This is an optimization exercise on Yosys and OpenROAD, whose aim is small area, a short achievable clock period and few clock cycles, not a production implementation. Where RTL was checked, it was by simulation tests only, not by an equivalence proof against the original. The RTL of run 1 was laid out without a check of its function.

File: flow/design.v
`timescale 1ns / 1ps
module aalr_sqr12 (
    input  logic [11:0] m,
    output logic [23:0] t
);
    wire pp0_1 = m[0] & m[1];
    wire pp0_2 = m[0] & m[2];
    wire pp0_3 = m[0] & m[3];
    wire pp0_4 = m[0] & m[4];
    wire pp0_5 = m[0] & m[5];
    wire pp0_6 = m[0] & m[6];
    wire pp0_7 = m[0] & m[7];
    wire pp0_8 = m[0] & m[8];
    wire pp0_9 = m[0] & m[9];
    wire pp0_10 = m[0] & m[10];
    wire pp0_11 = m[0] & m[11];
    wire pp1_2 = m[1] & m[2];
    wire pp1_3 = m[1] & m[3];
    wire pp1_4 = m[1] & m[4];
    wire pp1_5 = m[1] & m[5];
    wire pp1_6 = m[1] & m[6];
    wire pp1_7 = m[1] & m[7];
    wire pp1_8 = m[1] & m[8];
    wire pp1_9 = m[1] & m[9];
    wire pp1_10 = m[1] & m[10];
    wire pp1_11 = m[1] & m[11];
    wire pp2_3 = m[2] & m[3];
    wire pp2_4 = m[2] & m[4];
    wire pp2_5 = m[2] & m[5];
    wire pp2_6 = m[2] & m[6];
    wire pp2_7 = m[2] & m[7];
    wire pp2_8 = m[2] & m[8];
    wire pp2_9 = m[2] & m[9];
    wire pp2_10 = m[2] & m[10];
    wire pp2_11 = m[2] & m[11];
    wire pp3_4 = m[3] & m[4];
    wire pp3_5 = m[3] & m[5];
    wire pp3_6 = m[3] & m[6];
    wire pp3_7 = m[3] & m[7];
    wire pp3_8 = m[3] & m[8];
    wire pp3_9 = m[3] & m[9];
    wire pp3_10 = m[3] & m[10];
    wire pp3_11 = m[3] & m[11];
    wire pp4_5 = m[4] & m[5];
    wire pp4_6 = m[4] & m[6];
    wire pp4_7 = m[4] & m[7];
    wire pp4_8 = m[4] & m[8];
    wire pp4_9 = m[4] & m[9];
    wire pp4_10 = m[4] & m[10];
    wire pp4_11 = m[4] & m[11];
    wire pp5_6 = m[5] & m[6];
    wire pp5_7 = m[5] & m[7];
    wire pp5_8 = m[5] & m[8];
    wire pp5_9 = m[5] & m[9];
    wire pp5_10 = m[5] & m[10];
    wire pp5_11 = m[5] & m[11];
    wire pp6_7 = m[6] & m[7];
    wire pp6_8 = m[6] & m[8];
    wire pp6_9 = m[6] & m[9];
    wire pp6_10 = m[6] & m[10];
    wire pp6_11 = m[6] & m[11];
    wire pp7_8 = m[7] & m[8];
    wire pp7_9 = m[7] & m[9];
    wire pp7_10 = m[7] & m[10];
    wire pp7_11 = m[7] & m[11];
    wire pp8_9 = m[8] & m[9];
    wire pp8_10 = m[8] & m[10];
    wire pp8_11 = m[8] & m[11];
    wire pp9_10 = m[9] & m[10];
    wire pp9_11 = m[9] & m[11];
    wire pp10_11 = m[10] & m[11];
    wire c1 = pp0_11 ^ pp1_10;
    wire c2 = pp0_11 & pp1_10;
    wire c3 = pp0_7 ^ pp1_6;
    wire c4 = pp0_7 & pp1_6;
    wire c5 = pp0_8 ^ pp1_7;
    wire c6 = pp0_8 & pp1_7;
    wire c7 = pp0_9 ^ pp1_8 ^ pp2_7;
    wire c8 = (pp0_9 & pp1_8) | (pp0_9 & pp2_7) | (pp1_8 & pp2_7);
    wire c9 = pp3_6 ^ pp4_5;
    wire c10 = pp3_6 & pp4_5;
    wire c11 = pp0_10 ^ pp1_9 ^ pp2_8;
    wire c12 = (pp0_10 & pp1_9) | (pp0_10 & pp2_8) | (pp1_9 & pp2_8);
    wire c13 = pp3_7 ^ pp4_6;
    wire c14 = pp3_7 & pp4_6;
    wire c15 = pp2_9 ^ pp3_8 ^ pp4_7;
    wire c16 = (pp2_9 & pp3_8) | (pp2_9 & pp4_7) | (pp3_8 & pp4_7);
    wire c17 = pp5_6 ^ m[6] ^ c1;
    wire c18 = (pp5_6 & m[6]) | (pp5_6 & c1) | (m[6] & c1);
    wire c19 = pp1_11 ^ pp2_10 ^ pp3_9;
    wire c20 = (pp1_11 & pp2_10) | (pp1_11 & pp3_9) | (pp2_10 & pp3_9);
    wire c21 = pp4_8 ^ pp5_7 ^ c2;
    wire c22 = (pp4_8 & pp5_7) | (pp4_8 & c2) | (pp5_7 & c2);
    wire c23 = pp2_11 ^ pp3_10 ^ pp4_9;
    wire c24 = (pp2_11 & pp3_10) | (pp2_11 & pp4_9) | (pp3_10 & pp4_9);
    wire c25 = pp5_8 ^ pp6_7 ^ m[7];
    wire c26 = (pp5_8 & pp6_7) | (pp5_8 & m[7]) | (pp6_7 & m[7]);
    wire c27 = pp3_11 ^ pp4_10 ^ pp5_9;
    wire c28 = (pp3_11 & pp4_10) | (pp3_11 & pp5_9) | (pp4_10 & pp5_9);
    wire c29 = pp4_11 ^ pp5_10 ^ pp6_9;
    wire c30 = (pp4_11 & pp5_10) | (pp4_11 & pp6_9) | (pp5_10 & pp6_9);
    wire c31 = pp0_5 ^ pp1_4;
    wire c32 = pp0_5 & pp1_4;
    wire c33 = pp0_6 ^ pp1_5;
    wire c34 = pp0_6 & pp1_5;
    wire c35 = pp2_5 ^ pp3_4 ^ m[4];
    wire c36 = (pp2_5 & pp3_4) | (pp2_5 & m[4]) | (pp3_4 & m[4]);
    wire c37 = pp2_6 ^ pp3_5 ^ c4;
    wire c38 = (pp2_6 & pp3_5) | (pp2_6 & c4) | (pp3_5 & c4);
    wire c39 = m[5] ^ c6 ^ c7;
    wire c40 = (m[5] & c6) | (m[5] & c7) | (c6 & c7);
    wire c41 = c8 ^ c10 ^ c11;
    wire c42 = (c8 & c10) | (c8 & c11) | (c10 & c11);
    wire c43 = c12 ^ c14 ^ c15;
    wire c44 = (c12 & c14) | (c12 & c15) | (c14 & c15);
    wire c45 = c16 ^ c18 ^ c19;
    wire c46 = (c16 & c18) | (c16 & c19) | (c18 & c19);
    wire c47 = c20 ^ c22 ^ c23;
    wire c48 = (c20 & c22) | (c20 & c23) | (c22 & c23);
    wire c49 = pp6_8 ^ c24 ^ c26;
    wire c50 = (pp6_8 & c24) | (pp6_8 & c26) | (c24 & c26);
    wire c51 = pp7_8 ^ m[8] ^ c28;
    wire c52 = (pp7_8 & m[8]) | (pp7_8 & c28) | (m[8] & c28);
    wire c53 = pp5_11 ^ pp6_10 ^ pp7_9;
    wire c54 = (pp5_11 & pp6_10) | (pp5_11 & pp7_9) | (pp6_10 & pp7_9);
    wire c55 = pp6_11 ^ pp7_10 ^ pp8_9;
    wire c56 = (pp6_11 & pp7_10) | (pp6_11 & pp8_9) | (pp7_10 & pp8_9);
    wire c57 = pp0_3 ^ pp1_2;
    wire c58 = pp0_3 & pp1_2;
    wire c59 = pp0_4 ^ pp1_3;
    wire c60 = pp0_4 & pp1_3;
    wire c61 = pp2_3 ^ m[3] ^ c31;
    wire c62 = (pp2_3 & m[3]) | (pp2_3 & c31) | (m[3] & c31);
    wire c63 = pp2_4 ^ c32 ^ c33;
    wire c64 = (pp2_4 & c32) | (pp2_4 & c33) | (c32 & c33);
    wire c65 = c3 ^ c34 ^ c35;
    wire c66 = (c3 & c34) | (c3 & c35) | (c34 & c35);
    wire c67 = c5 ^ c36 ^ c37;
    wire c68 = (c5 & c36) | (c5 & c37) | (c36 & c37);
    wire c69 = c9 ^ c38 ^ c39;
    wire c70 = (c9 & c38) | (c9 & c39) | (c38 & c39);
    wire c71 = c13 ^ c40 ^ c41;
    wire c72 = (c13 & c40) | (c13 & c41) | (c40 & c41);
    wire c73 = c17 ^ c42 ^ c43;
    wire c74 = (c17 & c42) | (c17 & c43) | (c42 & c43);
    wire c75 = c21 ^ c44 ^ c45;
    wire c76 = (c21 & c44) | (c21 & c45) | (c44 & c45);
    wire c77 = c25 ^ c46 ^ c47;
    wire c78 = (c25 & c46) | (c25 & c47) | (c46 & c47);
    wire c79 = c27 ^ c48 ^ c49;
    wire c80 = (c27 & c48) | (c27 & c49) | (c48 & c49);
    wire c81 = c29 ^ c50 ^ c51;
    wire c82 = (c29 & c50) | (c29 & c51) | (c50 & c51);
    wire c83 = c30 ^ c52 ^ c53;
    wire c84 = (c30 & c52) | (c30 & c53) | (c52 & c53);
    wire c85 = m[9] ^ c54 ^ c55;
    wire c86 = (m[9] & c54) | (m[9] & c55) | (c54 & c55);
    wire c87 = pp7_11 ^ pp8_10 ^ c56;
    wire c88 = (pp7_11 & pp8_10) | (pp7_11 & c56) | (pp8_10 & c56);
    wire c89 = pp8_11 ^ pp9_10 ^ m[10];
    wire c90 = (pp8_11 & pp9_10) | (pp8_11 & m[10]) | (pp9_10 & m[10]);
    wire [23:0] ra = {1'b0, pp10_11, pp9_11, c88, c86, c84, c82, c80, c78, c76, c74, c72, c70, c68, c66, c64, c62, c60, c58, m[2], pp0_2, pp0_1, 1'b0, m[0]};
    wire [23:0] rb = {1'b0, m[11], c90, c89, c87, c85, c83, c81, c79, c77, c75, c73, c71, c69, c67, c65, c63, c61, c59, c57, 1'b0, m[1], 1'b0, 1'b0};
    assign t = ra + rb;
endmodule
module aalr_sqadd12 (
    input  logic [11:0] m,
    input  logic [23:0] a,
    output logic [24:0] t
);
    wire pp0_1 = m[0] & m[1];
    wire pp0_2 = m[0] & m[2];
    wire pp0_3 = m[0] & m[3];
    wire pp0_4 = m[0] & m[4];
    wire pp0_5 = m[0] & m[5];
    wire pp0_6 = m[0] & m[6];
    wire pp0_7 = m[0] & m[7];
    wire pp0_8 = m[0] & m[8];
    wire pp0_9 = m[0] & m[9];
    wire pp0_10 = m[0] & m[10];
    wire pp0_11 = m[0] & m[11];
    wire pp1_2 = m[1] & m[2];
    wire pp1_3 = m[1] & m[3];
    wire pp1_4 = m[1] & m[4];
    wire pp1_5 = m[1] & m[5];
    wire pp1_6 = m[1] & m[6];
    wire pp1_7 = m[1] & m[7];
    wire pp1_8 = m[1] & m[8];
    wire pp1_9 = m[1] & m[9];
    wire pp1_10 = m[1] & m[10];
    wire pp1_11 = m[1] & m[11];
    wire pp2_3 = m[2] & m[3];
    wire pp2_4 = m[2] & m[4];
    wire pp2_5 = m[2] & m[5];
    wire pp2_6 = m[2] & m[6];
    wire pp2_7 = m[2] & m[7];
    wire pp2_8 = m[2] & m[8];
    wire pp2_9 = m[2] & m[9];
    wire pp2_10 = m[2] & m[10];
    wire pp2_11 = m[2] & m[11];
    wire pp3_4 = m[3] & m[4];
    wire pp3_5 = m[3] & m[5];
    wire pp3_6 = m[3] & m[6];
    wire pp3_7 = m[3] & m[7];
    wire pp3_8 = m[3] & m[8];
    wire pp3_9 = m[3] & m[9];
    wire pp3_10 = m[3] & m[10];
    wire pp3_11 = m[3] & m[11];
    wire pp4_5 = m[4] & m[5];
    wire pp4_6 = m[4] & m[6];
    wire pp4_7 = m[4] & m[7];
    wire pp4_8 = m[4] & m[8];
    wire pp4_9 = m[4] & m[9];
    wire pp4_10 = m[4] & m[10];
    wire pp4_11 = m[4] & m[11];
    wire pp5_6 = m[5] & m[6];
    wire pp5_7 = m[5] & m[7];
    wire pp5_8 = m[5] & m[8];
    wire pp5_9 = m[5] & m[9];
    wire pp5_10 = m[5] & m[10];
    wire pp5_11 = m[5] & m[11];
    wire pp6_7 = m[6] & m[7];
    wire pp6_8 = m[6] & m[8];
    wire pp6_9 = m[6] & m[9];
    wire pp6_10 = m[6] & m[10];
    wire pp6_11 = m[6] & m[11];
    wire pp7_8 = m[7] & m[8];
    wire pp7_9 = m[7] & m[9];
    wire pp7_10 = m[7] & m[10];
    wire pp7_11 = m[7] & m[11];
    wire pp8_9 = m[8] & m[9];
    wire pp8_10 = m[8] & m[10];
    wire pp8_11 = m[8] & m[11];
    wire pp9_10 = m[9] & m[10];
    wire pp9_11 = m[9] & m[11];
    wire pp10_11 = m[10] & m[11];
    wire c1 = pp0_9 ^ pp1_8;
    wire c2 = pp0_9 & pp1_8;
    wire c3 = pp0_10 ^ pp1_9;
    wire c4 = pp0_10 & pp1_9;
    wire c5 = pp0_11 ^ pp1_10 ^ pp2_9;
    wire c6 = (pp0_11 & pp1_10) | (pp0_11 & pp2_9) | (pp1_10 & pp2_9);
    wire c7 = pp3_8 ^ pp4_7;
    wire c8 = pp3_8 & pp4_7;
    wire c9 = pp1_11 ^ pp2_10 ^ pp3_9;
    wire c10 = (pp1_11 & pp2_10) | (pp1_11 & pp3_9) | (pp2_10 & pp3_9);
    wire c11 = pp2_11 ^ pp3_10 ^ pp4_9;
    wire c12 = (pp2_11 & pp3_10) | (pp2_11 & pp4_9) | (pp3_10 & pp4_9);
    wire c13 = pp0_5 ^ pp1_4;
    wire c14 = pp0_5 & pp1_4;
    wire c15 = pp0_6 ^ pp1_5;
    wire c16 = pp0_6 & pp1_5;
    wire c17 = pp0_7 ^ pp1_6 ^ pp2_5;
    wire c18 = (pp0_7 & pp1_6) | (pp0_7 & pp2_5) | (pp1_6 & pp2_5);
    wire c19 = pp3_4 ^ m[4];
    wire c20 = pp3_4 & m[4];
    wire c21 = pp0_8 ^ pp1_7 ^ pp2_6;
    wire c22 = (pp0_8 & pp1_7) | (pp0_8 & pp2_6) | (pp1_7 & pp2_6);
    wire c23 = pp3_5 ^ a[9];
    wire c24 = pp3_5 & a[9];
    wire c25 = pp2_7 ^ pp3_6 ^ pp4_5;
    wire c26 = (pp2_7 & pp3_6) | (pp2_7 & pp4_5) | (pp3_6 & pp4_5);
    wire c27 = m[5] ^ a[10] ^ c1;
    wire c28 = (m[5] & a[10]) | (m[5] & c1) | (a[10] & c1);
    wire c29 = pp2_8 ^ pp3_7 ^ pp4_6;
    wire c30 = (pp2_8 & pp3_7) | (pp2_8 & pp4_6) | (pp3_7 & pp4_6);
    wire c31 = a[11] ^ c2 ^ c3;
    wire c32 = (a[11] & c2) | (a[11] & c3) | (c2 & c3);
    wire c33 = pp5_6 ^ m[6] ^ a[12];
    wire c34 = (pp5_6 & m[6]) | (pp5_6 & a[12]) | (m[6] & a[12]);
    wire c35 = c4 ^ c5 ^ c7;
    wire c36 = (c4 & c5) | (c4 & c7) | (c5 & c7);
    wire c37 = pp4_8 ^ pp5_7 ^ a[13];
    wire c38 = (pp4_8 & pp5_7) | (pp4_8 & a[13]) | (pp5_7 & a[13]);
    wire c39 = c6 ^ c8 ^ c9;
    wire c40 = (c6 & c8) | (c6 & c9) | (c8 & c9);
    wire c41 = pp5_8 ^ pp6_7 ^ m[7];
    wire c42 = (pp5_8 & pp6_7) | (pp5_8 & m[7]) | (pp6_7 & m[7]);
    wire c43 = a[14] ^ c10 ^ c11;
    wire c44 = (a[14] & c10) | (a[14] & c11) | (c10 & c11);
    wire c45 = pp3_11 ^ pp4_10 ^ pp5_9;
    wire c46 = (pp3_11 & pp4_10) | (pp3_11 & pp5_9) | (pp4_10 & pp5_9);
    wire c47 = pp6_8 ^ a[15] ^ c12;
    wire c48 = (pp6_8 & a[15]) | (pp6_8 & c12) | (a[15] & c12);
    wire c49 = pp4_11 ^ pp5_10 ^ pp6_9;
    wire c50 = (pp4_11 & pp5_10) | (pp4_11 & pp6_9) | (pp5_10 & pp6_9);
    wire c51 = pp7_8 ^ m[8] ^ a[16];
    wire c52 = (pp7_8 & m[8]) | (pp7_8 & a[16]) | (m[8] & a[16]);
    wire c53 = pp5_11 ^ pp6_10 ^ pp7_9;
    wire c54 = (pp5_11 & pp6_10) | (pp5_11 & pp7_9) | (pp6_10 & pp7_9);
    wire c55 = pp6_11 ^ pp7_10 ^ pp8_9;
    wire c56 = (pp6_11 & pp7_10) | (pp6_11 & pp8_9) | (pp7_10 & pp8_9);
    wire c57 = pp0_3 ^ pp1_2;
    wire c58 = pp0_3 & pp1_2;
    wire c59 = pp0_4 ^ pp1_3;
    wire c60 = pp0_4 & pp1_3;
    wire c61 = pp2_3 ^ m[3] ^ a[6];
    wire c62 = (pp2_3 & m[3]) | (pp2_3 & a[6]) | (m[3] & a[6]);
    wire c63 = pp2_4 ^ a[7] ^ c14;
    wire c64 = (pp2_4 & a[7]) | (pp2_4 & c14) | (a[7] & c14);
    wire c65 = a[8] ^ c16 ^ c17;
    wire c66 = (a[8] & c16) | (a[8] & c17) | (c16 & c17);
    wire c67 = c18 ^ c20 ^ c21;
    wire c68 = (c18 & c20) | (c18 & c21) | (c20 & c21);
    wire c69 = c22 ^ c24 ^ c25;
    wire c70 = (c22 & c24) | (c22 & c25) | (c24 & c25);
    wire c71 = c26 ^ c28 ^ c29;
    wire c72 = (c26 & c28) | (c26 & c29) | (c28 & c29);
    wire c73 = c30 ^ c32 ^ c33;
    wire c74 = (c30 & c32) | (c30 & c33) | (c32 & c33);
    wire c75 = c34 ^ c36 ^ c37;
    wire c76 = (c34 & c36) | (c34 & c37) | (c36 & c37);
    wire c77 = c38 ^ c40 ^ c41;
    wire c78 = (c38 & c40) | (c38 & c41) | (c40 & c41);
    wire c79 = c42 ^ c44 ^ c45;
    wire c80 = (c42 & c44) | (c42 & c45) | (c44 & c45);
    wire c81 = c46 ^ c48 ^ c49;
    wire c82 = (c46 & c48) | (c46 & c49) | (c48 & c49);
    wire c83 = a[17] ^ c50 ^ c52;
    wire c84 = (a[17] & c50) | (a[17] & c52) | (c50 & c52);
    wire c85 = m[9] ^ a[18] ^ c54;
    wire c86 = (m[9] & a[18]) | (m[9] & c54) | (a[18] & c54);
    wire c87 = pp7_11 ^ pp8_10 ^ a[19];
    wire c88 = (pp7_11 & pp8_10) | (pp7_11 & a[19]) | (pp8_10 & a[19]);
    wire c89 = pp8_11 ^ pp9_10 ^ m[10];
    wire c90 = (pp8_11 & pp9_10) | (pp8_11 & m[10]) | (pp9_10 & m[10]);
    wire c91 = pp0_1 ^ m[1];
    wire c92 = pp0_1 & m[1];
    wire c93 = pp0_2 ^ a[3];
    wire c94 = pp0_2 & a[3];
    wire c95 = m[2] ^ a[4] ^ c57;
    wire c96 = (m[2] & a[4]) | (m[2] & c57) | (a[4] & c57);
    wire c97 = a[5] ^ c58 ^ c59;
    wire c98 = (a[5] & c58) | (a[5] & c59) | (c58 & c59);
    wire c99 = c13 ^ c60 ^ c61;
    wire c100 = (c13 & c60) | (c13 & c61) | (c60 & c61);
    wire c101 = c15 ^ c62 ^ c63;
    wire c102 = (c15 & c62) | (c15 & c63) | (c62 & c63);
    wire c103 = c19 ^ c64 ^ c65;
    wire c104 = (c19 & c64) | (c19 & c65) | (c64 & c65);
    wire c105 = c23 ^ c66 ^ c67;
    wire c106 = (c23 & c66) | (c23 & c67) | (c66 & c67);
    wire c107 = c27 ^ c68 ^ c69;
    wire c108 = (c27 & c68) | (c27 & c69) | (c68 & c69);
    wire c109 = c31 ^ c70 ^ c71;
    wire c110 = (c31 & c70) | (c31 & c71) | (c70 & c71);
    wire c111 = c35 ^ c72 ^ c73;
    wire c112 = (c35 & c72) | (c35 & c73) | (c72 & c73);
    wire c113 = c39 ^ c74 ^ c75;
    wire c114 = (c39 & c74) | (c39 & c75) | (c74 & c75);
    wire c115 = c43 ^ c76 ^ c77;
    wire c116 = (c43 & c76) | (c43 & c77) | (c76 & c77);
    wire c117 = c47 ^ c78 ^ c79;
    wire c118 = (c47 & c78) | (c47 & c79) | (c78 & c79);
    wire c119 = c51 ^ c80 ^ c81;
    wire c120 = (c51 & c80) | (c51 & c81) | (c80 & c81);
    wire c121 = c53 ^ c82 ^ c83;
    wire c122 = (c53 & c82) | (c53 & c83) | (c82 & c83);
    wire c123 = c55 ^ c84 ^ c85;
    wire c124 = (c55 & c84) | (c55 & c85) | (c84 & c85);
    wire c125 = c56 ^ c86 ^ c87;
    wire c126 = (c56 & c86) | (c56 & c87) | (c86 & c87);
    wire c127 = a[20] ^ c88 ^ c89;
    wire c128 = (a[20] & c88) | (a[20] & c89) | (c88 & c89);
    wire c129 = pp9_11 ^ a[21] ^ c90;
    wire c130 = (pp9_11 & a[21]) | (pp9_11 & c90) | (a[21] & c90);
    wire c131 = pp10_11 ^ m[11] ^ a[22];
    wire c132 = (pp10_11 & m[11]) | (pp10_11 & a[22]) | (m[11] & a[22]);
    wire [24:0] ra = {1'b0, a[23], c130, c128, c126, c124, c122, c120, c118, c116, c114, c112, c110, c108, c106, c104, c102, c100, c98, c96, c94, c92, a[2], a[1], m[0]};
    wire [24:0] rb = {1'b0, c132, c131, c129, c127, c125, c123, c121, c119, c117, c115, c113, c111, c109, c107, c105, c103, c101, c99, c97, c95, c93, c91, 1'b0, a[0]};
    assign t = ra + rb;
endmodule
`timescale 1ns / 1ps
module antialiased_line_rasterizer_core #(
    parameter int COORD_BITS = 12,
    parameter int FRAC_BITS  = 12
) (
    input  logic clk,
    input  logic rst_n,
    input  logic s_axis_tvalid,
    output logic s_axis_tready,
    input  logic [((4*COORD_BITS+7)/8)*8-1:0] s_axis_tdata,
    input  logic s_axis_tuser,
    output logic m_axis_tvalid,
    input  logic m_axis_tready,
    output logic [((2*COORD_BITS+48+7)/8)*8-1:0] m_axis_tdata,
    output logic m_axis_tlast,
    input  logic cfg_we,
    input  logic [23:0] cfg_wdata
);
    logic [23:0] stroke_reg;
    always_ff @(posedge clk or negedge rst_n)
    begin
        if (!rst_n)
            stroke_reg <= '0;
        else if (cfg_we)
            stroke_reg <= cfg_wdata;
    end
    logic        f1_v, f1_user;
    logic        p_occ;
    logic [12:0] fe_rem;         
    logic [12:0] p_owed, a_owed;
    logic        s1_v, out_v;
    logic [3:0]  e_ph;           
    logic        e_done, e_last;
    assign e_last = (e_ph == 4'd14);        
    assign e_done = (e_ph[3:1] == 3'b111);   
    logic f1_start, p_busy, p_free;
    assign f1_start = f1_v && !f1_user;
    assign p_busy   = p_occ || f1_start;
    assign p_free   = !p_busy || (p_occ && e_done && (a_owed == '0));
    assign s_axis_tready = s_axis_tuser || p_free;
    logic in_acc;
    assign in_acc = s_axis_tvalid && s_axis_tready;
    logic [11:0] p_xs, p_ys, p_dx, p_dy;
    logic [11:0] f_dx, f_dy;
    logic        f_ok;
    assign f_dx = p_dx - p_xs;
    assign f_dy = p_dy - p_ys;
    assign f_ok = (p_dx >= p_xs) && (p_dy >= p_ys) && (f_dy <= f_dx);
    logic p_load, step_inc, inc_p, inc_a;
    assign p_load   = f1_start && f_ok;
    assign step_inc = f1_v && f1_user && (fe_rem != '0);
    assign inc_p    = step_inc && p_occ;
    assign inc_a    = step_inc && !p_occ;
    logic en, issue, xfer;
    assign en    = !out_v || m_axis_tready;
    assign issue = en && (a_owed != '0);
    assign xfer  = p_occ && e_done && ((a_owed == '0) || ((a_owed == 13'd1) && en));
    always_ff @(posedge clk or negedge rst_n)
    begin
        if (!rst_n)
        begin
            f1_v   <= 1'b0;
            f1_user <= 1'b0;
            p_occ  <= 1'b0;
            fe_rem <= '0;
            p_owed <= '0;
            a_owed <= '0;
            s1_v   <= 1'b0;
            out_v  <= 1'b0;
        end
        else
        begin
            f1_v <= in_acc;
            f1_user <= s_axis_tuser;
            if (p_load)
                fe_rem <= {1'b0, f_dx} + 13'd1;
            else if (step_inc)
                fe_rem <= fe_rem - 13'd1;
            if (p_load)
                p_occ <= 1'b1;
            else if (xfer)
                p_occ <= 1'b0;
            if (p_load || xfer)
                p_owed <= '0;
            else if (inc_p)
                p_owed <= p_owed + 13'd1;
            if (xfer)
                a_owed <= p_owed + {12'd0, inc_p};
            else
                a_owed <= a_owed - {12'd0, issue} + {12'd0, inc_a};
            if (en)
            begin
                s1_v <= issue;
                out_v <= s1_v;
            end
        end
    end
    logic [24:0] e_R, e_S;
    logic [1:0]  e_pair;
    logic [11:0] e_rx, e_ry;
    logic [12:0] e_remx, e_remy;
    logic [24:0] sq_out;
    aalr_sqadd12 u_esq (
        .m(e_ph[0] ? p_dy : p_dx),
        .a(e_ph[0] ? e_R[23:0] : 24'd0),
        .t(sq_out)
    );
    logic [26:0] dv1, dv2;
    logic [24:0] dr1, dr2;
    logic        dq1, dq2;
    assign dv1 = {1'b0, e_R, 1'b0} - {2'b00, e_S};
    assign dq1 = !dv1[26];
    assign dr1 = dq1 ? dv1[24:0] : {e_R[23:0], 1'b0};
    assign dv2 = {1'b0, dr1, 1'b0} - {2'b00, e_S};
    assign dq2 = !dv2[26];
    assign dr2 = dq2 ? dv2[24:0] : {dr1[23:0], 1'b0};
    logic [14:0] sx_r, sy_r;
    logic [15:0] sx_d, sy_d;
    logic        sx_ok, sy_ok;
    assign sx_r  = {e_remx, e_pair};
    assign sy_r  = {e_remy, ~e_pair};
    assign sx_d  = {1'b0, sx_r} - {2'b00, e_rx, 2'b01};
    assign sy_d  = {1'b0, sy_r} - {2'b00, e_ry, 2'b01};
    assign sx_ok = !sx_d[15];
    assign sy_ok = !sy_d[15];
    always_ff @(posedge clk)
    begin
        if (p_free)
        begin
            p_xs <= s_axis_tdata[11:0];
            p_ys <= s_axis_tdata[23:12];
            p_dx <= s_axis_tdata[35:24];
            p_dy <= s_axis_tdata[47:36];
        end
        else if (p_load)
        begin
            p_dx <= f_dx;
            p_dy <= f_dy;
        end
        if (p_load)
        begin
            e_ph <= '0;
            e_rx <= '0;
            e_ry <= '0;
            e_remx <= '0;
            e_remy <= '0;
        end
        else if (e_ph != 4'd15)
        begin
            e_ph <= e_ph + 4'd1;
            if (e_ph == 4'd0)
                e_R <= sq_out;
            else if (e_ph == 4'd1)
                e_S <= sq_out;
            else if (e_ph <= 4'd13)
            begin
                e_R <= dr2;
                e_pair <= {dq1, dq2};
            end
            if (e_ph >= 4'd3)
            begin
                e_remx <= sx_ok ? sx_d[12:0] : sx_r[12:0];
                e_rx <= {e_rx[10:0], sx_ok};
                e_remy <= sy_ok ? sy_d[12:0] : sy_r[12:0];
                e_ry <= {e_ry[10:0], sy_ok};
            end
        end
    end
    logic [11:0] f_rx, f_ry;
    assign f_rx = e_last ? {e_rx[10:0], sx_ok} : e_rx;
    assign f_ry = e_last ? {e_ry[10:0], sy_ok} : e_ry;
    logic        p_dy0, p_dx0;
    logic [12:0] u_across;
    logic [11:0] u_along;
    assign p_dy0 = (p_dy == '0);
    assign p_dx0 = (p_dx == '0);
    assign u_across = p_dy0 ? (p_dx0 ? 13'd0 : 13'd4096) : {1'b0, f_rx};
    assign u_along  = p_dy0 ? 12'd0 : f_ry;
    logic [11:0] a_x, a_y, a_rem, a_dy;
    logic signed [14:0] a_dec;
    logic signed [12:0] a_dmdx;
    logic signed [15:0] a_d;
    logic [12:0] a_across;
    logic [11:0] a_along;
    logic a_pos;
    assign a_pos = !a_dec[14] && (a_dec != '0);
    logic signed [16:0] d_sum;
    logic signed [15:0] d_next;
    assign d_sum = {a_d[15], a_d} + {5'd0, a_along}
                 + (a_pos ? ~{4'd0, a_across} : 17'd0) + {16'd0, a_pos};
    assign d_next = (d_sum > 17'sd32767) ? 16'sh7fff :
                    (d_sum < -17'sd32768) ? 16'sh8000 : d_sum[15:0];
    always_ff @(posedge clk)
    begin
        if (xfer)
        begin
            a_x <= p_xs;
            a_y <= p_ys;
            a_rem <= p_dx;
            a_dy <= p_dy;
            a_dmdx <= $signed({1'b0, p_dy}) - $signed({1'b0, p_dx});
            a_dec <= $signed({2'b00, p_dy, 1'b0}) - $signed({3'b000, p_dx});
            a_d <= '0;
            a_across <= u_across;
            a_along <= u_along;
        end
        else if (issue)
        begin
            a_x <= a_x + 12'd1;
            a_rem <= a_rem - 12'd1;
            a_d <= d_next;
            if (a_pos)
            begin
                a_y <= a_y + 12'd1;
                a_dec <= a_dec + {a_dmdx[12], a_dmdx, 1'b0};
            end
            else
                a_dec <= a_dec + {2'b00, a_dy, 1'b0};
        end
    end
    logic signed [16:0] r_up, r_dn;
    assign r_up = {a_d[15], a_d} + $signed({4'd0, a_across});
    assign r_dn = {a_d[15], a_d} - $signed({4'd0, a_across});
    function automatic logic [12:0] mag(input logic [16:0] r);
        logic [11:0] n;
        n = ~r[11:0] + 12'd1;
        if (r[16])
            mag = {!((&r[15:12]) && (|r[11:0])), n};
        else
            mag = {(|r[15:12]), r[11:0]};
    endfunction
    logic [12:0] s1_up, s1_mid, s1_dn;
    logic [11:0] s1_x, s1_y;
    logic        s1_last;
    logic [23:0] t_up, t_mid, t_dn;
    aalr_sqr12 u_sq_up  (.m(s1_up[11:0]),  .t(t_up));
    aalr_sqr12 u_sq_mid (.m(s1_mid[11:0]), .t(t_mid));
    aalr_sqr12 u_sq_dn  (.m(s1_dn[11:0]),  .t(t_dn));
    function automatic logic [9:0] covq(input logic big, input logic [23:0] t);
        covq = {big, (t[15:0] > t[23:8]), t[23:16]};
    endfunction
    function automatic logic [7:0] alpha(input logic [9:0] q);
        alpha = q[9] ? 8'd0 : (~q[7:0] - {7'd0, q[8]});
    endfunction
    logic [9:0]  o_up, o_mid, o_dn;
    logic [11:0] o_x, o_y;
    logic        o_last;
    always_ff @(posedge clk)
    begin
        if (en)
        begin
            s1_up <= mag(r_up);
            s1_mid <= mag({a_d[15], a_d});
            s1_dn <= mag(r_dn);
            s1_x <= a_x;
            s1_y <= a_y;
            s1_last <= (a_rem == '0);
            o_up <= covq(s1_up[12], t_up);
            o_mid <= covq(s1_mid[12], t_mid);
            o_dn <= covq(s1_dn[12], t_dn);
            o_x <= s1_x;
            o_y <= s1_y;
            o_last <= s1_last;
        end
    end
    assign m_axis_tvalid = out_v;
    assign m_axis_tdata  = {stroke_reg, alpha(o_dn), alpha(o_mid), alpha(o_up), o_y, o_x};
    assign m_axis_tlast  = o_last;
endmodule
File: flow/constraint.sdc
create_clock -name core_clock -period 10.5 [get_ports {clk}]
set_input_delay 2.1000 -clock core_clock [delete_from_list [all_inputs] [get_ports {clk}]]
set_output_delay 2.1000 -clock core_clock [all_outputs]
set_load 0.01 [all_outputs]
File: flow/config.mk
export PLATFORM = sky130hd
export DESIGN_NAME = antialiased_line_rasterizer_core
export DESIGN_NICKNAME = antialiased_line_rasterizer_core
export VERILOG_FILES = /design/flow/design.v
export SDC_FILE = /design/flow/constraint.sdc
export NUM_CORES = 4
export LEC_CHECK = 0
export ABC_CLOCK_PERIOD_IN_PS = 4500
export CAP_MARGIN = 20
export CORE_MARGIN = 2
export CORE_UTILIZATION = 60
export SETUP_SLACK_MARGIN = 5
export SLEW_MARGIN = 20
File: flow/run.sh
#!/bin/bash
# synth_recipe.tcl (not shown) runs the flow's synth.tcl, then flattens the netlist and writes it again
# the make line also repeats each setting of config.mk as NAME=value (left out here)
make -C /OpenROAD-flow-scripts/flow DESIGN_CONFIG=/design/flow/config.mk WORK_HOME=/design/flow/orfs CLKGATE_MAP_FILE= SYNTH_SCRIPT=/design/flow/synth_recipe.tcl finish
==> results.toml, run 1 <==
[yosys]
yosys.cell_types.count = 87
synth_edf_count = 319
ys_seq_area_share_pct = 31.9
mappedNetlistArea_sq_um = 39800
dominantRegCellSynth = "sky130_fd_sc_hd__edfxtp_1"
synth_area_per_cell_sq_um = 9.04
post-synth-top-count-cell = "sky130_fd_sc_hd__inv_1"
synth.top_cells.by_area = "sky130_fd_sc_hd__edfxtp_1 24%, sky130_fd_sc_hd__ha_1 13%, sky130_fd_sc_hd__fa_1 8.1%"
post-synth-top-area-fraction_pct = 24.1
synth.yosys.warnings = 1
synth.top_cells.by_count = "468 x sky130_fd_sc_hd__inv_1, 452 x sky130_fd_sc_hd__nand2_1, 404 x sky130_fd_sc_hd__ha_1, 361 x sky130_fd_sc_hd__nor2_1, 319 x sky130_fd_sc_hd__edfxtp_1"
ys_ff_latch = 457
yosysTopAreaCell = "sky130_fd_sc_hd__edfxtp_1"
synth_async_sr_flop_share_pct = 14.9
mappedNetlistNets = 5043
synthCells = 4400

[global_routing]
antenna_found_initial = 0
grt_first_pass_wirelength_mm = 153
grt_use_total_pct = 27.7
first_global_vias = 30200
grt.overflow.total = 0
largest_net_degree_at_the_start_of_global_routing = 77

[clock_tree]
cts-htree-levels = 2
tritoncts_num_sinks = 457
clk_pin_slew_ns = 0.06
ctsLongestPathBuffers = 3
skew_pair_late_insertion_delay_ns = 0.64
cts_tree = "done"
cts.hold.buffers_added = 0
cts_made_buffers = 52
buffer_cell_driving_the_clock_tree_root = "sky130_fd_sc_hd__clkbuf_16"

[floorplanning]
die_area_sq_um = 68400
num_rows = 94
core_region_area_sq_um = 65700
vertical_die_dimension_um = 262
pin_count = 153
start_util_pct = 60.5
fp.dieW_um = 262

[drt]
routed_via_density = 5.68
wl_per_cell_um = 17.3
dr.pass1.iters = 5
detailroute.via_count = 31100
detail_route.iter0.violations = 1968
ant_nets = 0
route.final.wire_length_mm = 95.0
drc = 0

[layout]
insertedDiodeCount = 0
share_of_final_layout_standard_cells_stronger_than_drive_strength_1_pct = 9.01
multi_input_combinational_cell_area_sq_um = 25600
num-fill-cells = 5334
final_nets = 5218
post-route-util_pct = 69.1
syn2layout_area_growth_pct = 14.2
ff_latch_area_sq_um = 12700

[timing]
period_minus_slack_ns = 5.74
fin_setup_tns_ns = 0
tightestPinTransition_ns = 1.04
maxClockFrequency_ghz = 0.174
max-slew-margin-rel_pct = 31.0
final.hold.worst_slack_ns = 0.415
timing.final.setup_violations = 0
drv_slew = 0
fin_crit_sh_pct = 54.6
report.final.hold_viol_count = 0
grt_setup_unrepaired = "true"
clock-skew-final_ns = 0.0665
postLayoutSetupSlackWorst_ns = 4.76

[setup_path]
cp_slowest_cell = "sky130_fd_sc_hd__fa_1"
cell_chain_of_the_critical_path = "and2_4 -> fa_1 -> inv_1 -> fa_1 -> fa_1 -> inv_2 -> ha_4 -> or4_1 -> o221a_4 -> o21a_1 -> or4_4 -> a31oi_4 -> o21bai_4 -> xnor2_2 -> ha_1 -> nand2_1 -> nor2_2 -> and3_4 -> a2111oi_4 -> o21ai_1 -> o221a_2"
timing.critical_path.to_type = "register"
cp.arrival_ns = 6.12
cp_data_required_time_ns = 10.88
timing.critical_path.fanout_max = 6
cpMostUsedCell = "sky130_fd_sc_hd__fa_1"
worstSetupPathType = "reg2reg"
worstSetupStartpointType = "register"
peak_per_stage_delay_on_the_critical_path_ns = 0.55

[placed_design]
finalWeightedCongestion = 0.919
placement.setup.worst_slack_ns = 3.86
post-dp-hpwl_mm = 71.4
io_buffers = 152

[min_path]
hold_path_class = "reg2reg"

[flow_run]
max-cap-violations = 0

[outcome]
outcome = "complete, no violations"
per-stage QoR:
stage          cell area [sq um]  cells
6_report                   45400   5483
5_1_grt                    45400   5483
4_1_cts                    44700   5463
3_5_place_dp               42200   5301
3_3_place_gp               42200   5301
2_1_floorplan              39900   4400
cells by family (layout without fill, tap and decap cells):
group / count (synthesis) / after routing / share of synthesized area (%)
AO/OA/AOI/OAI: 869 / 869 / 13.8
XOR/XNOR: 366 / 366 / 8.06
adder cells (fa/ha/maj): 569 / 569 / 20.9
buffers and inverters: 611 / 829 / 5.80
flip-flops: 457 / 457 / 31.9
multiplexers: 83 / 83 / 2.20
AND/OR/NAND/NOR: 1445 / 1446 / 17.4
timing repair:
item / in CTS / in global routing
buffers inserted: 62 / 19
resized for setup: 65 / 108
setup endpoints to repair: 108 / 100
cloned: 2 / 1
pin swaps: 37 / 48
critical path: cells and delay by family (launching register included):
kind	cells	cell delay, ns
flops	1	0.48
xor+xnor	1	0.18
simple gates	6	1.47
fa+ha+maj	5	1.98
buf+inv	2	0.10
compound gates	7	1.27
cell usage in the layout (no fill, tap or decap), drive strengths merged, types with 73 or more instances in the layout:
master         count
xnor2            230
nand3             73
a21o              87
fa               161
inv              473
edfxtp           319
a21oi            271
nand2            454
and2             178
xor2             136
ha               404
buf              108
clkdlybuf4s50    150
o21ai            213
nor2             361
path summary, 6_finish.rpt:
check                           slack [ns]  startpoint  cells after the start            end
worst max-delay path                  4.76    s1_up[9]                     21        o_up[8]
worst min-delay path                  0.42     s1_y[9]                      0         o_y[9]
worst max register to register        4.76    s1_up[9]                     21        o_up[8]
worst min register to register        0.42     s1_y[9]                      0         o_y[9]
max in group asynchronous             8.29       rst_n                      1      p_owed[8]
min in group asynchronous             1.59       rst_n                      1  stroke_reg[0]
area by class of cell:
type	count	area share (%)
Sequential cell	457	27.9
Tap cell	864	2.38
Multi-Input combinational cell	3333	56.5
Inverter	471	3.91
Clock inverter	36	0.837
Clock buffer	62	3.10
Timing Repair Buffer	260	5.39
per-layer routing:
metal	part of all wire (%)	global-route usage, %	vias to the layer above
li1	-	-	15500
met1	43	35.1	14900
met2	50	50.0	603
met3	3.8	2.99	159
met4	2.8	7.50	0
met5	0	0	-
==> run 2, diff against run 1 <==
--- a/flow/design.v
+++ b/flow/design.v
@@ -427,6 +427,9 @@
     assign en    = !out_v || m_axis_tready;
     assign issue = en && (a_owed != '0);
     assign xfer  = p_occ && e_done && ((a_owed == '0) || ((a_owed == 13'd1) && en));
+    logic [12:0] a_owed_inc, a_owed_dec;
+    assign a_owed_inc = a_owed + {12'd0, inc_a};
+    assign a_owed_dec = inc_a ? a_owed : (a_owed - 13'd1);
     always_ff @(posedge clk or negedge rst_n)
     begin
         if (!rst_n)
@@ -458,8 +461,10 @@
                 p_owed <= p_owed + 13'd1;
             if (xfer)
                 a_owed <= p_owed + {12'd0, inc_p};
+            else if (issue)
+                a_owed <= a_owed_dec;
             else
-                a_owed <= a_owed - {12'd0, issue} + {12'd0, inc_a};
+                a_owed <= a_owed_inc;
             if (en)
             begin
                 s1_v <= issue;
@@ -593,28 +598,28 @@
     logic signed [16:0] r_up, r_dn;
     assign r_up = {a_d[15], a_d} + $signed({4'd0, a_across});
     assign r_dn = {a_d[15], a_d} - $signed({4'd0, a_across});
-    function automatic logic [12:0] mag(input logic [16:0] r);
+    function automatic logic [11:0] mag(input logic [16:0] r);
         logic [11:0] n;
         n = ~r[11:0] + 12'd1;
         if (r[16])
-            mag = {!((&r[15:12]) && (|r[11:0])), n};
+            mag = ((&r[15:12]) && (|r[11:0])) ? n : 12'hfff;
         else
-            mag = {(|r[15:12]), r[11:0]};
+            mag = (|r[15:12]) ? 12'hfff : r[11:0];
     endfunction
-    logic [12:0] s1_up, s1_mid, s1_dn;
+    logic [11:0] s1_up, s1_mid, s1_dn;
     logic [11:0] s1_x, s1_y;
     logic        s1_last;
     logic [23:0] t_up, t_mid, t_dn;
-    aalr_sqr12 u_sq_up  (.m(s1_up[11:0]),  .t(t_up));
-    aalr_sqr12 u_sq_mid (.m(s1_mid[11:0]), .t(t_mid));
-    aalr_sqr12 u_sq_dn  (.m(s1_dn[11:0]),  .t(t_dn));
-    function automatic logic [9:0] covq(input logic big, input logic [23:0] t);
-        covq = {big, (t[15:0] > t[23:8]), t[23:16]};
+    aalr_sqr12 u_sq_up  (.m(s1_up),  .t(t_up));
+    aalr_sqr12 u_sq_mid (.m(s1_mid), .t(t_mid));
+    aalr_sqr12 u_sq_dn  (.m(s1_dn),  .t(t_dn));
+    function automatic logic [8:0] covq(input logic [23:0] t);
+        covq = {(t[15:0] > t[23:8]), t[23:16]};
     endfunction
-    function automatic logic [7:0] alpha(input logic [9:0] q);
-        alpha = q[9] ? 8'd0 : (~q[7:0] - {7'd0, q[8]});
+    function automatic logic [7:0] alpha(input logic [8:0] q);
+        alpha = ~q[7:0] - {7'd0, q[8]};
     endfunction
-    logic [9:0]  o_up, o_mid, o_dn;
+    logic [8:0]  o_up, o_mid, o_dn;
     logic [11:0] o_x, o_y;
     logic        o_last;
     always_ff @(posedge clk)
@@ -627,9 +632,9 @@
             s1_x <= a_x;
             s1_y <= a_y;
             s1_last <= (a_rem == '0);
-            o_up <= covq(s1_up[12], t_up);
-            o_mid <= covq(s1_mid[12], t_mid);
-            o_dn <= covq(s1_dn[12], t_dn);
+            o_up <= covq(t_up);
+            o_mid <= covq(t_mid);
+            o_dn <= covq(t_dn);
             o_x <= s1_x;
             o_y <= s1_y;
             o_last <= s1_last;
==> run 2 against run 1 <==
Net effect: register-to-register slack gained 0.32 ns; maximum frequency grew 6.0%; wire length grew 4.3%; critical path depth is the same; largest cell class unchanged; final area grew 0.18%; sequential share of layout area shrank 0.38 points; clock skew shrank 0.0062 ns; area after synthesis is essentially flat.
==> results.toml, run 2 <==
[layout]
final_nets = 5243
final_cell_mix = "440 x sky130_fd_sc_hd__inv_1, 438 x sky130_fd_sc_hd__nand2_1, 374 x sky130_fd_sc_hd__ha_1"
syn2layout_area_growth_pct = 14.3
insertedDiodeCount = 0
share_of_final_layout_standard_cells_stronger_than_drive_strength_1_pct = 9.06
layout_commonest_cell = "sky130_fd_sc_hd__inv_1"
post-route-util_pct = 69.2

[setup_path]
cpMostUsedCell = "sky130_fd_sc_hd__fa_1"
rr_endpoint = "o_dn[8]"
cp.arrival_ns = 5.77
crit-reg2reg-launch = "s1_dn[7]"
cp_data_required_time_ns = 10.86
cp_slowest_cell = "sky130_fd_sc_hd__fa_1"
timing.critical_path.fanout_max = 5
peak_per_stage_delay_on_the_critical_path_ns = 0.55
r2r.worst_path.cells = 21
cell_chain_of_the_critical_path = "and2_1 -> fa_1 -> inv_1 -> fa_1 -> fa_1 -> inv_2 -> ha_4 -> o2111ai_1 -> a211oi_1 -> o311ai_0 -> nand2b_1 -> and2_1 -> o21bai_1 -> a31o_2 -> xor2_2 -> ha_1 -> a21o_1 -> a211oi_1 -> o21ai_1 -> a21oi_1 -> a31oi_1"
timing.critical_path.to_type = "register"
regToRegSetupSlack_ns = 5.09
timing.critical_path.max_delay_family = "adder cells"
cp_num_buf_inv = 2
startpoint = "s1_dn[7]"
worstSetupStartpointType = "register"
worstSetupPathType = "reg2reg"

[timing]
tightestPinTransition_ns = 1.24
timing.final.setup_violations = 0
fin_crit_sh_pct = 51.6
fin_setup_tns_ns = 0
clock-skew-final_ns = 0.0603
max-slew-margin-rel_pct = 16.0
report.final.hold_viol_count = 0
maxClockFrequency_ghz = 0.185
final.hold.worst_slack_ns = 0.419
drv_slew = 0
grt_setup_unrepaired = "true"
postLayoutSetupSlackWorst_ns = 5.09
period_minus_slack_ns = 5.41

[clock_tree]
cts_made_buffers = 52
buffer_cell_driving_the_clock_tree_root = "sky130_fd_sc_hd__clkbuf_16"
tritoncts_num_sinks = 452
ctsLongestPathBuffers = 3
clk_pin_slew_ns = 0.06
skew_pair_late_insertion_delay_ns = 0.65
cts-htree-levels = 2
cts_tree = "done"
cts.hold.buffers_added = 0

[yosys]
post-synth-top-count-cell = "sky130_fd_sc_hd__inv_1"
synth_async_sr_flop_share_pct = 15.0
synthCells = 4429
post-synth-top-area-fraction_pct = 23.7
synth.top_cells.by_area = "sky130_fd_sc_hd__edfxtp_1 24%, sky130_fd_sc_hd__ha_1 12%, sky130_fd_sc_hd__fa_1 8.0%"
ys_ff_latch = 452
dominantRegCellSynth = "sky130_fd_sc_hd__edfxtp_1"
synth_area_per_cell_sq_um = 8.99
mappedNetlistArea_sq_um = 39800
ys_seq_area_share_pct = 31.5
synth_edf_count = 314
synth.yosys.warnings = 1
mappedNetlistNets = 5057
yosysTopAreaCell = "sky130_fd_sc_hd__edfxtp_1"
synth.top_cells.by_count = "448 x sky130_fd_sc_hd__inv_1, 440 x sky130_fd_sc_hd__nand2_1, 390 x sky130_fd_sc_hd__ha_1, 365 x sky130_fd_sc_hd__nor2_1, 314 x sky130_fd_sc_hd__edfxtp_1"
yosys.cell_types.count = 93

[placed_design]
io_buffers = 152
finalWeightedCongestion = 0.917
placement.setup.worst_slack_ns = 3.82
post-dp-hpwl_mm = 71.1

[floorplanning]
vertical_die_dimension_um = 262
fp.dieW_um = 262
die_area_sq_um = 68400
start_util_pct = 60.6
core_region_area_sq_um = 65700
pin_count = 153
num_rows = 94

[global_routing]
grt_first_pass_wirelength_mm = 156
largest_net_degree_at_the_start_of_global_routing = 86
grt_use_total_pct = 28.2
first_global_vias = 30600
grt.overflow.total = 0
antenna_found_initial = 2

[drt]
routed_via_density = 5.78
route.final.wire_length_mm = 99.1
drc = 0
detail_route.iter0.violations = 2082
ant_nets = 0
wl_per_cell_um = 17.9
dr.pass1.iters = 5
detailroute.via_count = 31900

[flow_run]
max-cap-violations = 0

[min_path]
holdCritStartpoint = "s1_last"
worst_hold_path.num_cells = 0
hold_path_class = "reg2reg"
whs_endpoint = "o_last"

[outcome]
outcome = "complete, no violations"
[run 2: cell types whose count changed in the layout (fill, tap and decap cells not counted), moves of 16 or more]
cell / delta
sky130_fd_sc_hd__a211oi_1: +20
sky130_fd_sc_hd__nor3_1: +21
sky130_fd_sc_hd__buf_4: +16
sky130_fd_sc_hd__xor2_1: +19
sky130_fd_sc_hd__mux2i_1: -22
sky130_fd_sc_hd__a31oi_1: +16
sky130_fd_sc_hd__xnor2_1: -30
sky130_fd_sc_hd__inv_1: -17
[run 2: metrics by stage]
stage / std cells / instance area (sq um)
floorplan: 4429 / 39900
global placement: 5314 / 42100
detailed placement: 5314 / 42100
CTS: 5471 / 44600
global route: 5521 / 45500
finish: 5521 / 45500
[run 2: what timing repair did]
item / 4_1_cts / 5_1_grt
pin swaps: 10 / 60
gates resized for setup: 46 / 113
endpoints found under the setup margin: 131 / 146
setup buffers: 56 / 43
cloned: 5 / 7
[run 2: layout make-up]
cell class	count	area (sq um)
Clock buffer	68	1470
Inverter	451	1710
Tap cell	864	1080
Clock inverter	28	314
Timing Repair Buffer	280	2640
Sequential cell	452	12500
Fill cell	5394	20200
Multi-Input combinational cell	3378	25800
[run 2: kinds of logic after synthesis]
group	after synthesis	synth area share (%)
multiplexers	73	1.96
buffers and inverters	605	5.82
AO/OA/AOI/OAI	907	14.5
AND/OR/NAND/NOR	1476	17.8
adder cells (fa/ha/maj)	565	20.7
flip-flops	452	31.5
XOR/XNOR	351	7.74
[run 2: how the worst max path moves through the flow]
stage	to	slack, ns	cells past startpoint
final	o_dn[8]	5.09	21
after global routing	o_dn[8]	4.84	24
after CTS	e_R[23]	4.79	23
after detailed placement	e_R[21]	3.82	20
after global placement	e_R[6]	3.90	20
after floorplan	e_R[23]	5.01	25
[run 2: worst register-to-register path, cell delays in order, from the launching register on]
cell	delay, ns
sky130_fd_sc_hd__edfxtp_1	0.48
sky130_fd_sc_hd__and2_1	0.21
sky130_fd_sc_hd__fa_1	0.53
sky130_fd_sc_hd__inv_1	0.05
sky130_fd_sc_hd__fa_1	0.50
sky130_fd_sc_hd__fa_1	0.55
sky130_fd_sc_hd__inv_2	0.05
sky130_fd_sc_hd__ha_4	0.29
sky130_fd_sc_hd__o2111ai_1	0.11
sky130_fd_sc_hd__a211oi_1	0.34
sky130_fd_sc_hd__o311ai_0	0.20
sky130_fd_sc_hd__nand2b_1	0.13
sky130_fd_sc_hd__and2_1	0.18
sky130_fd_sc_hd__o21bai_1	0.09
sky130_fd_sc_hd__a31o_2	0.27
sky130_fd_sc_hd__xor2_2	0.16
sky130_fd_sc_hd__ha_1	0.33
sky130_fd_sc_hd__a21o_1	0.17
sky130_fd_sc_hd__a211oi_1	0.22
sky130_fd_sc_hd__o21ai_1	0.10
sky130_fd_sc_hd__a21oi_1	0.12
sky130_fd_sc_hd__a31oi_1	0.06
[run 2: metal layers]
layer / vias up / wire length, um / global-route usage [%]
met5: - / 25 / 0
met4: 4 / 3920 / 10.2
met3: 234 / 4750 / 3.54
met2: 784 / 48800 / 49.9
met1: 15200 / 41500 / 35.5
li1: 15700 / - / -
Testbench counts of run 2, summed over its fixed seeds: cycles 19,147.
==> run 3, diff against run 2 <==
--- a/flow/design.v
+++ b/flow/design.v
@@ -403,8 +403,9 @@
     logic        s1_v, out_v;
     logic [3:0]  e_ph;           
     logic        e_done, e_last;
+    logic        p_dy0, p_deq;           
     assign e_last = (e_ph == 4'd14);        
-    assign e_done = (e_ph[3:1] == 3'b111);   
+    assign e_done = (e_ph[3:1] == 3'b111) || p_dy0 || p_deq;
     logic f1_start, p_busy, p_free;
     assign f1_start = f1_v && !f1_user;
     assign p_busy   = p_occ || f1_start;
@@ -413,11 +414,12 @@
     logic in_acc;
     assign in_acc = s_axis_tvalid && s_axis_tready;
     logic [11:0] p_xs, p_ys, p_dx, p_dy;
-    logic [11:0] f_dx, f_dy;
+    logic        p_bx, p_by;
+    logic [12:0] in_dx, in_dy;
     logic        f_ok;
-    assign f_dx = p_dx - p_xs;
-    assign f_dy = p_dy - p_ys;
-    assign f_ok = (p_dx >= p_xs) && (p_dy >= p_ys) && (f_dy <= f_dx);
+    assign in_dx = {1'b0, s_axis_tdata[35:24]} - {1'b0, s_axis_tdata[11:0]};
+    assign in_dy = {1'b0, s_axis_tdata[47:36]} - {1'b0, s_axis_tdata[23:12]};
+    assign f_ok  = !p_bx && !p_by && (p_dy <= p_dx);
     logic p_load, step_inc, inc_p, inc_a;
     assign p_load   = f1_start && f_ok;
     assign step_inc = f1_v && f1_user && (fe_rem != '0);
@@ -448,7 +450,7 @@
             f1_v <= in_acc;
             f1_user <= s_axis_tuser;
             if (p_load)
-                fe_rem <= {1'b0, f_dx} + 13'd1;
+                fe_rem <= {1'b0, p_dx} + 13'd1;
             else if (step_inc)
                 fe_rem <= fe_rem - 13'd1;
             if (p_load)
@@ -502,30 +504,33 @@
     assign sy_ok = !sy_d[15];
     always_ff @(posedge clk)
     begin
+        if (f1_start)
+        begin
+            p_dy0 <= (p_dy == '0);
+            p_deq <= (p_dy == p_dx);
+        end
         if (p_free)
         begin
             p_xs <= s_axis_tdata[11:0];
             p_ys <= s_axis_tdata[23:12];
-            p_dx <= s_axis_tdata[35:24];
-            p_dy <= s_axis_tdata[47:36];
+            p_dx <= in_dx[11:0];
+            p_dy <= in_dy[11:0];
+            p_bx <= in_dx[12];
+            p_by <= in_dy[12];
         end
-        else if (p_load)
-        begin
-            p_dx <= f_dx;
-            p_dy <= f_dy;
-        end
-        if (p_load)
-        begin
+        if (p_free)
             e_ph <= '0;
-            e_rx <= '0;
-            e_ry <= '0;
-            e_remx <= '0;
-            e_remy <= '0;
-        end
         else if (e_ph != 4'd15)
         begin
             e_ph <= e_ph + 4'd1;
             if (e_ph == 4'd0)
+            begin
+                e_rx <= '0;
+                e_ry <= '0;
+                e_remx <= '0;
+                e_remy <= '0;
+            end
+            if (e_ph == 4'd0)
                 e_R <= sq_out;
             else if (e_ph == 4'd1)
                 e_S <= sq_out;
@@ -546,13 +551,13 @@
     logic [11:0] f_rx, f_ry;
     assign f_rx = e_last ? {e_rx[10:0], sx_ok} : e_rx;
     assign f_ry = e_last ? {e_ry[10:0], sy_ok} : e_ry;
-    logic        p_dy0, p_dx0;
+    logic        p_dx0;
     logic [12:0] u_across;
     logic [11:0] u_along;
-    assign p_dy0 = (p_dy == '0);
     assign p_dx0 = (p_dx == '0);
-    assign u_across = p_dy0 ? (p_dx0 ? 13'd0 : 13'd4096) : {1'b0, f_rx};
-    assign u_along  = p_dy0 ? 12'd0 : f_ry;
+    assign u_across = p_dy0 ? (p_dx0 ? 13'd0 : 13'd4096) :
+                      p_deq ? 13'd2896 : {1'b0, f_rx};
+    assign u_along  = p_dy0 ? 12'd0 : p_deq ? 12'd2896 : f_ry;
     logic [11:0] a_x, a_y, a_rem, a_dy;
     logic signed [14:0] a_dec;
     logic signed [12:0] a_dmdx;
==> flow/flow/run.sh (new file) <==
#!/bin/bash
# Own layout flow: the standard layout (standard.sh, unchanged synthesis
# and steps) with plain sky130_fd_sc_hd__buf_1 cells as the port buffers
# instead of the default delay buffers. make's full output goes to
# standard_make.log here; ORFS keeps each step's log under orfs/logs.
set -euo pipefail
bash standard.sh "BUFFER_PORTS_ARGS=-buffer_cell sky130_fd_sc_hd__buf_1" finish > standard_make.log 2>&1
==> flow/standard.sh (new file) <==
#!/bin/bash
# synth_recipe.tcl (not shown) runs the flow's synth.tcl, then flattens the netlist and writes it again
# the make line also repeats each setting of config.mk as NAME=value (left out here)
make -C /OpenROAD-flow-scripts/flow DESIGN_CONFIG=/design/flow/config.mk WORK_HOME=/design/flow/orfs CLKGATE_MAP_FILE= SYNTH_SCRIPT=/design/flow/synth_recipe.tcl "${@:-finish}"
removed: flow/run.sh
==> run 3 against run 2 <==
Net effect: still clean on timing, DRC and antenna; hold slack worse by 0.018 ns; global-route usage decreased by 1.2 points; worst setup slack lost 0.16 ns; non-clock buffer count up 40; count of clock-buffer cells in the layout is 1 higher; wire length shrank 4.6%; die area rose by 0.44%; final area decreased by 0.73%.
==> results.toml, run 3 <==
[timing]
max-slew-margin-rel_pct = 33.1
maxClockFrequency_ghz = 0.179
tightestPinTransition_ns = 0.996
report.final.hold_viol_count = 0
period_minus_slack_ns = 5.58
clock-skew-final_ns = 0.0499
drv_slew = 0
fin_crit_sh_pct = 53.1
grt_setup_unrepaired = "true"
timing.final.setup_violations = 0
fin_setup_tns_ns = 0

[yosys]
post-synth-top-count-cell = "sky130_fd_sc_hd__inv_1"
synth_async_sr_flop_share_pct = 14.9
synth.top_cells.by_count = "463 x sky130_fd_sc_hd__inv_1, 379 x sky130_fd_sc_hd__ha_1, 368 x sky130_fd_sc_hd__edfxtp_1, 361 x sky130_fd_sc_hd__nor2_1, 343 x sky130_fd_sc_hd__nand2_1"
synthCells = 4355
synth.yosys.warnings = 1
mappedNetlistNets = 4972
synth_edf_count = 368
ys_ff_latch = 456
post-synth-top-area-fraction_pct = 27.6
synth.top_cells.by_area = "sky130_fd_sc_hd__edfxtp_1 28%, sky130_fd_sc_hd__ha_1 12%, sky130_fd_sc_hd__fa_1 8.0%"
yosysTopAreaCell = "sky130_fd_sc_hd__edfxtp_1"
mappedNetlistArea_sq_um = 40000
synth_area_per_cell_sq_um = 9.18
ys_seq_area_share_pct = 32.9
yosys.cell_types.count = 86
dominantRegCellSynth = "sky130_fd_sc_hd__edfxtp_1"

[setup_path]
cpMostUsedCell = "sky130_fd_sc_hd__fa_1"
startpoint = "s1_mid[1]"
crit-reg2reg-launch = "s1_mid[1]"
peak_per_stage_delay_on_the_critical_path_ns = 0.49
worstSetupStartpointType = "register"
cp.arrival_ns = 6.10
timing.critical_path.to_type = "register"
cell_chain_of_the_critical_path = "buf_4 -> and2_1 -> fa_1 -> fa_1 -> inv_1 -> fa_1 -> inv_1 -> ha_4 -> a21o_1 -> o311a_1 -> a2111oi_4 -> o21bai_1 -> a21oi_2 -> o21ai_2 -> a211o_1 -> ha_4 -> nand3_2 -> or4_4 -> o21ai_2 -> a21oi_1 -> nor2b_1 -> o22a_1"
cp_data_required_time_ns = 11.02
timing.critical_path.fanout_max = 12
cp_slowest_cell = "sky130_fd_sc_hd__fa_1"
worstSetupPathType = "reg2reg"

[clock_tree]
cts.hold.buffers_added = 0
cts_tree = "done"
ctsLongestPathBuffers = 3
cts-htree-levels = 2
buffer_cell_driving_the_clock_tree_root = "sky130_fd_sc_hd__clkbuf_16"
tritoncts_num_sinks = 456
clk_pin_slew_ns = 0.06
skew_pair_late_insertion_delay_ns = 0.65
cts_made_buffers = 54

[global_routing]
grt_first_pass_wirelength_mm = 152
grt_use_total_pct = 27.0
largest_net_degree_at_the_start_of_global_routing = 88
grt.overflow.total = 0
antenna_found_initial = 0
first_global_vias = 30600

[floorplanning]
num_rows = 94
start_util_pct = 60.7
pin_count = 153
vertical_die_dimension_um = 262
core_region_area_sq_um = 65900
fp.dieW_um = 262
die_area_sq_um = 68700

[drt]
detail_route.iter0.violations = 1845
ant_nets = 0
drc = 0
dr.pass1.iters = 5
routed_via_density = 5.74
wl_per_cell_um = 17.2
detailroute.via_count = 31500
route.final.wire_length_mm = 94.5

[layout]
layout_commonest_cell = "sky130_fd_sc_hd__inv_1"
share_of_final_layout_standard_cells_stronger_than_drive_strength_1_pct = 10.3
num-fill-cells = 5410
insertedDiodeCount = 0
final_nets = 5191
final_cell_mix = "455 x sky130_fd_sc_hd__inv_1, 368 x sky130_fd_sc_hd__edfxtp_1, 356 x sky130_fd_sc_hd__nor2_1"
syn2layout_area_growth_pct = 12.9

[placed_design]
post-dp-hpwl_mm = 67.6
io_buffers = 152
finalWeightedCongestion = 0.882

[flow_run]
max-cap-violations = 0

[min_path]
hold_path_class = "reg2reg"
holdCritStartpoint = "s1_y[1]"

[outcome]
outcome = "complete, no violations"
-- run 3: cell count changes in the layout (fill, tap and decap cells not counted), sizes merged, moves of 12 or more --
cell           before  now
clkdlybuf4s50     150    0
a21oi             264  226
dfxtp              70   20
a211oi             52   36
nand2             440  343
xor2              154  127
buf               125  318
and3               42   54
edfxtp            314  368
o211ai             14   40
inv               450  468
nand3              78  101
-- run 3: area by class of cell --
type / count / area (sq um) / area share (%)
inverters: 466 / 1760 / 3.90
multi-input cells: 3276 / 25400 / 56.3
flip-flops and latches: 456 / 13200 / 29.1
well taps: 864 / 1080 / 2.39
repair buffers: 320 / 1890 / 4.19
clock inverters: 31 / 380 / 0.842
clock buffers: 69 / 1470 / 3.25
-- run 3: critical path: cells and delay by family (launching register included) --
kind / cells / cell delay, ns
flip-flops: 1 / 0.41
adder cells (fa/ha/maj): 5 / 2.00
AND/OR/NAND/NOR: 4 / 0.79
buffers and inverters: 3 / 0.31
AO/OA/AOI/OAI: 10 / 1.94
-- run 3: kinds of logic (layout without fill, tap and decap cells) --
| group | count (synthesis) | after routing | synth area share, % |
|---|---|---|---|
| buffers and inverters | 624 | 886 | 5.93 |
| flip-flops | 456 | 456 | 32.9 |
| XOR/XNOR | 325 | 325 | 7.12 |
| AO/OA/AOI/OAI | 909 | 910 | 14.5 |
| adder cells (fa/ha/maj) | 553 | 553 | 20.2 |
| multiplexers | 77 | 77 | 2.05 |
| AND/OR/NAND/NOR | 1411 | 1411 | 17.3 |
-- run 3: worst paths after layout --
check | endpoint | slack [ns] | cells past startpoint
worst max-delay path | o_mid[8] | 4.92 | 22
worst min-delay path | o_y[1] | 0.40 | 0
worst max register to register | o_mid[8] | 4.92 | 22
worst min register to register | o_y[1] | 0.40 | 0
max in group asynchronous | fe_rem[1] | 8.26 | 2
min in group asynchronous | stroke_reg[23] | 1.64 | 2
-- run 3: layer usage --
metal,up-vias,global-route usage [%],wire [um]
li1,15600,-,-
met1,15100,34.6,41200
met2,645,49.0,47600
met3,132,2.93,3810
met4,0,6.47,1850
met5,-,0,0
-- run 3: stage by stage --
| step | instances | cell area (sq um) | utilization, % | hold slack (ns) | setup WS (ns) |
|---|---|---|---|---|---|
| final | 5482 | 45200 | 68.6 | 0.401 | 4.92 |
| after detailed placement | 5242 | 41400 | 62.8 | 0.405 | 3.24 |
| after floorplan | 4355 | 40100 | - | 0.400 | 5.02 |
| after CTS | 5406 | 43900 | 66.7 | 0.404 | 4.83 |
| after global routing | 5482 | 45200 | 68.6 | 0.424 | 4.68 |
| after global placement | 5242 | 41400 | 62.8 | 0.401 | 3.34 |
-- run 3: repair_timing --
action,in CTS,in global routing
endpoints found under the hold margin,0,0
pin swaps,17,50
buffers inserted,63,74
gates cloned,1,2
resized for setup,51,131
endpoints found under the setup margin,35,32
Testbench counts of run 3, summed over its fixed seeds: cycles 18,817.

==> afterwards: timing with drivers on the ports <==
In the flow no input, the clock included, has a driving cell. The finished layouts below were timed again as built, in two steps. Step 1: set_driving_cell puts a clkbuf_16 on clk and a buf_2 on each other input, an assumption about the parent block. Step 2 also shifts input and output timing later by t, the mid clock arrival at the registers, as if the neighbouring blocks saw the same clock. a / b / c = ideal / step 1 / step 2; a / b = the first two.
run	shift t [ns]	slack for setup (ns)	worst setup path after step 2	cell pins on the clock port's net
run 1	0.681	4.763 / 4.763 / 4.753	input to register	1
run 2	0.693	5.086 / 5.075 / 5.075	input to output	1
run 3	0.691	4.922 / 4.922 / 4.876	input to register	1
After both steps every run listed still meets setup and hold. For run 3, which loses most, drivers alone change the setup slack by 0.000 ns; drivers and shift together by -0.046 ns.
